Context: an optimization exercise on an open-source flow, tuned for small area, a short achievable clock period and few clock cycles per item. The choices shown serve that exercise and are no tape-out recipe.
In this exercise RTL edits were held to simulation tests only and were not proved equivalent to the original.
Power is estimated from default activity; no workload was simulated.

run D:
==> flow/design.v <==
package ksrq_pkg;
    localparam int CAPACITY_DEFAULT  = 16;
    localparam int KEY_WIDTH_DEFAULT = 32;
    localparam logic [1:0] CMD_INSERT = 2'd0;
    localparam logic [1:0] CMD_ERASE  = 2'd1;
    localparam logic [1:0] CMD_TEST   = 2'd2;
    localparam logic [1:0] CMD_SELECT = 2'd3;
endpackage
module key_set_with_rank_query (
    input  logic        aclk,
    input  logic        aresetn,
    input  logic        s_valid,
    output logic        s_ready,
    input  logic [1:0]  s_command,
    input  logic [31:0] s_key,
    input  logic [3:0]  s_rank,
    output logic        m_valid,
    input  logic        m_ready,
    output logic        m_success,
    output logic [31:0] m_selected_key,
    output logic [4:0]  m_item_count,
    output logic        m_table_full
);
    localparam int N  = 16;
    localparam int W  = 32;
    localparam int RW = 1 + 1 + 5 + W;  
    logic [W-1:0] key_q [N];
    logic [3:0]   rank_q [N];
    logic [N-1:0] val_q;
    logic [4:0]   cnt_q;
    logic         i_v;
    logic [1:0]   i_cmd;
    logic [W-1:0] i_key;
    logic [3:0]   i_rank;
    logic         x_v;
    logic [1:0]   x_cmd;
    logic [W-1:0] x_key;
    logic [3:0]   x_rank;
    logic [N-1:0] x_gt, x_eq;
    logic         x_pgt, x_peq;
    logic [N-1:0] la_new;
    logic [N-1:0] pend_q;
    logic [3:0]   pend_rank_q;
    logic          r0_v, r1_v;
    logic [RW-1:0] r0_d, r1_d;
    logic          go_q;        
    logic          c_v;
    logic [6:0]    c_res;
    logic [N-1:0]  c_hit;
    logic          s_ready_q;   
    logic [N-1:0] a_gt, a_eq;
    logic         a_pgt, a_peq;
    function automatic logic [3:0] popcount(input logic [N-1:0] v);
        logic [N-1:0] t;
        logic a, b;
        t = v;
        for (int p = 1; p < N; p = p * 2) begin
            for (int k = p; k >= 1; k = k / 2) begin
                for (int j = k % p; j + k < N; j = j + 2 * k) begin
                    for (int i = 0; i < k; i++) begin
                        if (i + j + k < N && ((i + j) / (p * 2)) == ((i + j + k) / (p * 2))) begin
                            a = t[i+j];
                            b = t[i+j+k];
                            t[i+j]   = a | b;
                            t[i+j+k] = a & b;
                        end
                    end
                end
            end
        end
        popcount[3] = t[7];
        popcount[2] = (t[3] & ~t[7]) | t[11];
        popcount[1] = (t[1] & ~t[3]) | (t[5] & ~t[7]) | (t[9] & ~t[11]) | t[13];
        popcount[0] = ^v;
    endfunction
    always_comb begin
        for (int i = 0; i < N; i++) begin
            a_gt[i] = key_q[i] > i_key;
            a_eq[i] = key_q[i] == i_key;
        end
        a_pgt = x_key > i_key;
        a_peq = x_key == i_key;
    end
    logic [N-1:0] gt_c, eq_c, lt_v, gt_v, free, we, fill, rk_hit;
    logic [3:0]   rank_b [N];
    logic         exec, found, full, ins, era, sel_ok, up_pre, dn_pre;
    logic [4:0]   cnt_n;
    logic [3:0]   rank_new;
    logic [W-1:0] sel_key;
    logic [6:0]   b_res;
    logic [N-1:0] b_hit;
    logic [RW-1:0] res;
    always_comb begin
        for (int i = 0; i < N; i++) begin
            gt_c[i] = la_new[i] ? x_pgt : x_gt[i];
            eq_c[i] = la_new[i] ? x_peq : x_eq[i];
        end
        exec   = x_v && go_q;
        found  = |(val_q & eq_c);
        full   = cnt_q[4];
        up_pre = exec && x_cmd == ksrq_pkg::CMD_INSERT && !full;
        dn_pre = exec && x_cmd == ksrq_pkg::CMD_ERASE;
        ins    = up_pre && !found;
        era    = exec && x_cmd == ksrq_pkg::CMD_ERASE && found;
        sel_ok = x_cmd == ksrq_pkg::CMD_SELECT && {1'b0, x_rank} < cnt_q;
        gt_v = val_q & gt_c;
        lt_v = val_q & ~gt_c & ~eq_c;
        free = ~val_q;
        for (int i = 0; i < N; i++) begin
            we[i]   = exec && x_cmd == ksrq_pkg::CMD_INSERT && free[i] &&
                      (i == 0 || !(|(free & ((N)'(1 << i) - 1'b1))));
            fill[i] = we[i] && !found;
        end
        rank_new = popcount(lt_v);
        for (int i = 0; i < N; i++) begin
            rank_b[i] = pend_q[i] ? pend_rank_q : rank_q[i];
            rk_hit[i] = val_q[i] && rank_b[i] == x_rank;
        end
        cnt_n = ins ? cnt_q + 5'd1 : era ? cnt_q - 5'd1 : cnt_q;
        b_res[6]   = ins || era || (x_cmd == ksrq_pkg::CMD_TEST && found) || sel_ok;
        b_res[5]   = x_cmd == ksrq_pkg::CMD_INSERT && !found && full;
        b_res[4:0] = cnt_n;
        b_hit      = (x_cmd == ksrq_pkg::CMD_SELECT) ? rk_hit : '0;
    end
    always_comb begin
        sel_key = '0;
        for (int i = 0; i < N; i++) begin
            sel_key = sel_key | ({W{c_hit[i]}} & key_q[i]);
        end
        res = {c_res, sel_key};
    end
    always_ff @(posedge aclk) begin
        if (exec) begin
            c_res <= b_res;
            c_hit <= b_hit;
        end
    end
    always_ff @(posedge aclk) begin
        pend_rank_q <= rank_new;
        for (int i = 0; i < N; i++) begin
            if (we[i]) begin
                key_q[i] <= x_key;
            end
            if (found) begin
                rank_q[i] <= (dn_pre && gt_v[i]) ? rank_b[i] - 4'd1 : rank_b[i];
            end else begin
                rank_q[i] <= (up_pre && gt_v[i]) ? rank_b[i] + 4'd1 : rank_b[i];
            end
        end
    end
    logic take, c_move, x_free;
    logic r0_vn, r1_vn, c_vn, i_vn, x_vn, go_n;
    always_comb begin
        take   = r0_v && m_ready;
        c_move = c_v && (!r1_v || take);
        x_free = !x_v || go_q;
        if (take) begin
            r0_vn = r1_v || c_move;
            r1_vn = r1_v && c_move;
        end else begin
            r0_vn = r0_v || c_move;
            r1_vn = r1_v || (r0_v && c_move);
        end
        c_vn = exec || (c_v && !c_move);
        go_n = !c_vn || !(r0_vn && r1_vn);
        i_vn = s_ready_q ? s_valid : i_v;
        x_vn = x_free ? i_v : x_v;
    end
    assign s_ready        = s_ready_q;
    assign m_valid        = r0_v;
    assign m_success      = r0_d[RW-1];
    assign m_table_full   = r0_d[RW-2];
    assign m_item_count   = r0_d[W+4:W];
    assign m_selected_key = r0_d[W-1:0];
    always_ff @(posedge aclk) begin
        if (take) begin
            r0_d <= r1_v ? r1_d : res;
        end else if (!r0_v) begin
            r0_d <= res;
        end
        if (take || !r1_v) begin
            r1_d <= res;
        end
    end
    always_ff @(posedge aclk) begin
        if (!i_v || x_free) begin   
            i_cmd  <= s_command;
            i_key  <= s_key;
            i_rank <= s_rank;
        end
        if (x_free) begin
            x_cmd  <= i_cmd;
            x_key  <= i_key;
            x_rank <= i_rank;
            x_gt   <= a_gt;
            x_eq   <= a_eq;
            x_pgt  <= a_pgt;
            x_peq  <= a_peq;
        end else begin
            x_gt   <= gt_c;
            x_eq   <= eq_c;
        end
    end
    always_ff @(posedge aclk) begin
        if (!aresetn) begin
            i_v       <= 1'b0;
            x_v       <= 1'b0;
            val_q     <= '0;
            cnt_q     <= '0;
            la_new    <= '0;
            pend_q    <= '0;
            r0_v      <= 1'b0;
            r1_v      <= 1'b0;
            c_v       <= 1'b0;
            go_q      <= 1'b1;
            s_ready_q <= 1'b1;
        end else begin
            i_v <= i_vn;
            x_v <= x_vn;
            for (int i = 0; i < N; i++) begin
                if (fill[i]) begin
                    val_q[i] <= 1'b1;
                end else if (era && eq_c[i]) begin
                    val_q[i] <= 1'b0;
                end
            end
            cnt_q     <= cnt_n;
            la_new    <= we;
            pend_q    <= we;
            r0_v      <= r0_vn;
            r1_v      <= r1_vn;
            c_v       <= c_vn;
            go_q      <= go_n;
            s_ready_q <= !i_vn || !x_vn || go_n;
        end
    end
endmodule
==> flow/config.mk <==
export PLATFORM = sky130hd
export DESIGN_NAME = key_set_with_rank_query
export DESIGN_NICKNAME = key_set_with_rank_query
export VERILOG_FILES = /design/flow/design.v
export SDC_FILE = /design/flow/constraint.sdc
export NUM_CORES = 4
export LEC_CHECK = 0
export CAP_MARGIN = 20
export CORE_MARGIN = 2
export CORE_UTILIZATION = 45
export SETUP_SLACK_MARGIN = 3.5
export SLEW_MARGIN = 20
export TNS_END_PERCENT = 10
==> flow/constraint.sdc <==
create_clock -name core_clock -period 6.5 [get_ports {aclk}]
set_input_delay 1.3000 -clock core_clock [delete_from_list [all_inputs] [get_ports {aclk}]]
set_output_delay 1.3000 -clock core_clock [all_outputs]
set_load 0.01 [all_outputs]
standard.sh (not shown) runs the stock make flow with config.mk's settings and CLKGATE_MAP_FILE= SYNTH_SCRIPT=/design/flow/synth_recipe.tcl, a recipe that flattens the netlist after the stock synthesis.
==> flow/flow/run.sh <==
#!/bin/bash
# The standard layout, with plain buffers (instead of the default delay cells)
# on the input and output ports. Every port still gets its own buffer.
set -euo pipefail
export BUFFER_PORTS_ARGS="-buffer_cell sky130_fd_sc_hd__buf_2"
bash standard.sh > standard.log 2>&1
Testbench counts of run D, summed over its fixed seeds: cycles 4,832, ops 4,800.
Here is what was changed in the inputs of run C compared with run D.
-- flow/design.v --
<<< run D, line 38
    logic [3:0]   x_rank;
    logic [N-1:0] x_gt, x_eq;
    logic         x_pgt, x_peq;
    logic [N-1:0] la_new;
    logic [N-1:0] pend_q;
    logic [3:0]   pend_rank_q;
    logic          r0_v, r1_v;
    logic [RW-1:0] r0_d, r1_d;
>>> run C, line 38
    logic [3:0]   x_rank;
    logic [N-1:0] x_gt, x_eq;
    logic [N-1:0] x_lt, x_va;       
    logic         x_pgt, x_peq;
    logic [N-1:0] la_new;
    logic         la_ins, la_era;
    logic [N-1:0] pend_q;
    logic [3:0]   pend_rank_q;
    logic         pend_inc_q, pend_dec_q;
    logic          r0_v, r1_v;
    logic [RW-1:0] r0_d, r1_d;
<<< run D, line 69
            end
        end
        popcount[3] = t[7];
        popcount[2] = (t[3] & ~t[7]) | t[11];
        popcount[1] = (t[1] & ~t[3]) | (t[5] & ~t[7]) | (t[9] & ~t[11]) | t[13];
        popcount[0] = ^v;
    endfunction
>>> run C, line 72
            end
        end
        popcount[3] = t[7] & ~t[15];
        popcount[2] = (t[3] & ~t[7]) | (t[11] & ~t[15]);
        popcount[1] = (t[1] & ~t[3]) | (t[5] & ~t[7]) | (t[9] & ~t[11]) | (t[13] & ~t[15]);
        popcount[0] = ^v;
    endfunction
<<< run D, line 82
        a_peq = x_key == i_key;
    end
    logic [N-1:0] gt_c, eq_c, lt_v, gt_v, free, we, fill, rk_hit;
    logic [3:0]   rank_b [N];
    logic         exec, found, full, ins, era, sel_ok, up_pre, dn_pre;
    logic [4:0]   cnt_n;
    logic [3:0]   rank_new;
    logic [W-1:0] sel_key;
    logic [6:0]   b_res;
>>> run C, line 85
        a_peq = x_key == i_key;
    end
    logic [N-1:0] gt_c, eq_c, gt_v, free, we, fill, rk_hit;
    logic [3:0]   rank_b [N];
    logic         exec, found, full, ins, era, sel_ok, up_pre, dn_pre;
    logic [4:0]   cnt_n;
    logic [3:0]   rank_new, pend_val;
    logic         plt;
    logic [W-1:0] sel_key;
    logic [6:0]   b_res;
<<< run D, line 105
        sel_ok = x_cmd == ksrq_pkg::CMD_SELECT && {1'b0, x_rank} < cnt_q;
        gt_v = val_q & gt_c;
        lt_v = val_q & ~gt_c & ~eq_c;
        free = ~val_q;
        for (int i = 0; i < N; i++) begin
>>> run C, line 109
        sel_ok = x_cmd == ksrq_pkg::CMD_SELECT && {1'b0, x_rank} < cnt_q;
        gt_v = val_q & gt_c;
        free = ~val_q;
        for (int i = 0; i < N; i++) begin
<<< run D, line 112
            fill[i] = we[i] && !found;
        end
        rank_new = popcount(lt_v);
        for (int i = 0; i < N; i++) begin
            rank_b[i] = pend_q[i] ? pend_rank_q : rank_q[i];
            rk_hit[i] = val_q[i] && rank_b[i] == x_rank;
        end
>>> run C, line 115
            fill[i] = we[i] && !found;
        end
        rank_new = popcount(x_va & x_lt);
        plt      = !x_pgt && !x_peq;
        pend_val = pend_inc_q ? pend_rank_q + 4'd1 : pend_dec_q ? pend_rank_q - 4'd1 : pend_rank_q;
        for (int i = 0; i < N; i++) begin
            rank_b[i] = pend_q[i] ? pend_val : rank_q[i];
            rk_hit[i] = val_q[i] && rank_b[i] == x_rank;
        end
<<< run D, line 138
    always_ff @(posedge aclk) begin
        pend_rank_q <= rank_new;
        for (int i = 0; i < N; i++) begin
            if (we[i]) begin
>>> run C, line 143
    always_ff @(posedge aclk) begin
        pend_rank_q <= rank_new;
        pend_inc_q  <= la_ins && plt;
        pend_dec_q  <= la_era && plt;
        x_va        <= val_q;
        for (int i = 0; i < N; i++) begin
            if (we[i]) begin
<<< run D, line 195
            x_gt   <= a_gt;
            x_eq   <= a_eq;
            x_pgt  <= a_pgt;
            x_peq  <= a_peq;
>>> run C, line 203
            x_gt   <= a_gt;
            x_eq   <= a_eq;
            x_lt   <= ~a_gt & ~a_eq;
            x_pgt  <= a_pgt;
            x_peq  <= a_peq;
<<< run D, line 200
            x_gt   <= gt_c;
            x_eq   <= eq_c;
        end
    end
>>> run C, line 209
            x_gt   <= gt_c;
            x_eq   <= eq_c;
            x_lt   <= ~gt_c & ~eq_c;
        end
    end
<<< run D, line 209
            cnt_q     <= '0;
            la_new    <= '0;
            pend_q    <= '0;
            r0_v      <= 1'b0;
>>> run C, line 219
            cnt_q     <= '0;
            la_new    <= '0;
            la_ins    <= 1'b0;
            la_era    <= 1'b0;
            pend_q    <= '0;
            r0_v      <= 1'b0;
<<< run D, line 227
            cnt_q     <= cnt_n;
            la_new    <= we;
            pend_q    <= we;
            r0_v      <= r0_vn;
>>> run C, line 239
            cnt_q     <= cnt_n;
            la_new    <= we;
            la_ins    <= ins;
            la_era    <= era;
            pend_q    <= we;
            r0_v      <= r0_vn;
Findings:
- In summary, run C completed successfully, with a layout that passed the timing, DRC and antenna checks.
- Cmp run C and run D / share of power burned in the clock network / lower: run D
- The run showing the greater flip-flop and latch count is run C.
- Re number of setup violations in the final report: no difference whatsoever between run D and run C.
- Run C reports a higher clock-buffer cell count than run D does.
- When run C is measured against run D, its global-route usage turns out 0.77 points lower.
- On run C: fraction of power consumed by combinational cells is 0.2 points lower than what run D gave.
- On run C: final total power is about 6% higher than what run D gave.
- Run C has less setup slack than run D.
- Looking at initial antenna violation count across run C and run D, the one that comes out higher is run D.
- Diff run D..run C | worst-case clock skew | negligible
- In run C, worst voltage drop across the vdd grid is lower than in run D.
- On run C: aggregate routed wire length is 1100 um lower than what run D gave.
- In run C the worst slew slack as a fraction of its limit turned out 17 points higher than in run D.
Testbench counts of run C, summed over its fixed seeds: cycles 4,832, ops 4,800.

==> what the ideal ports hide <==
In the flow no input, the clock included, has a driving cell. The finished layouts below were timed again as built, in two steps.
Step 1: set_driving_cell puts a clkbuf_16 on aclk and a buf_2 on each other input, an assumption about the parent block.
Step 2 also shifts input and output timing later by t, the mid clock arrival at the registers, as if the neighbouring blocks saw the same clock.
a / b / c = ideal / step 1 / step 2; a / b = the first two.
run	shift t [ns]	slack for setup (ns)	latest minus earliest clock arrival (ns)	worst slew at a driven data input, ns	pins driven straight from the clock port
run D	0.744	3.384 / 3.384 / 3.384	0.032 / 0.032	0.04	1
run C	0.747	3.250 / 3.250 / 3.250	0.037 / 0.036	0.06	1
After both steps setup and hold are still met in every run listed.
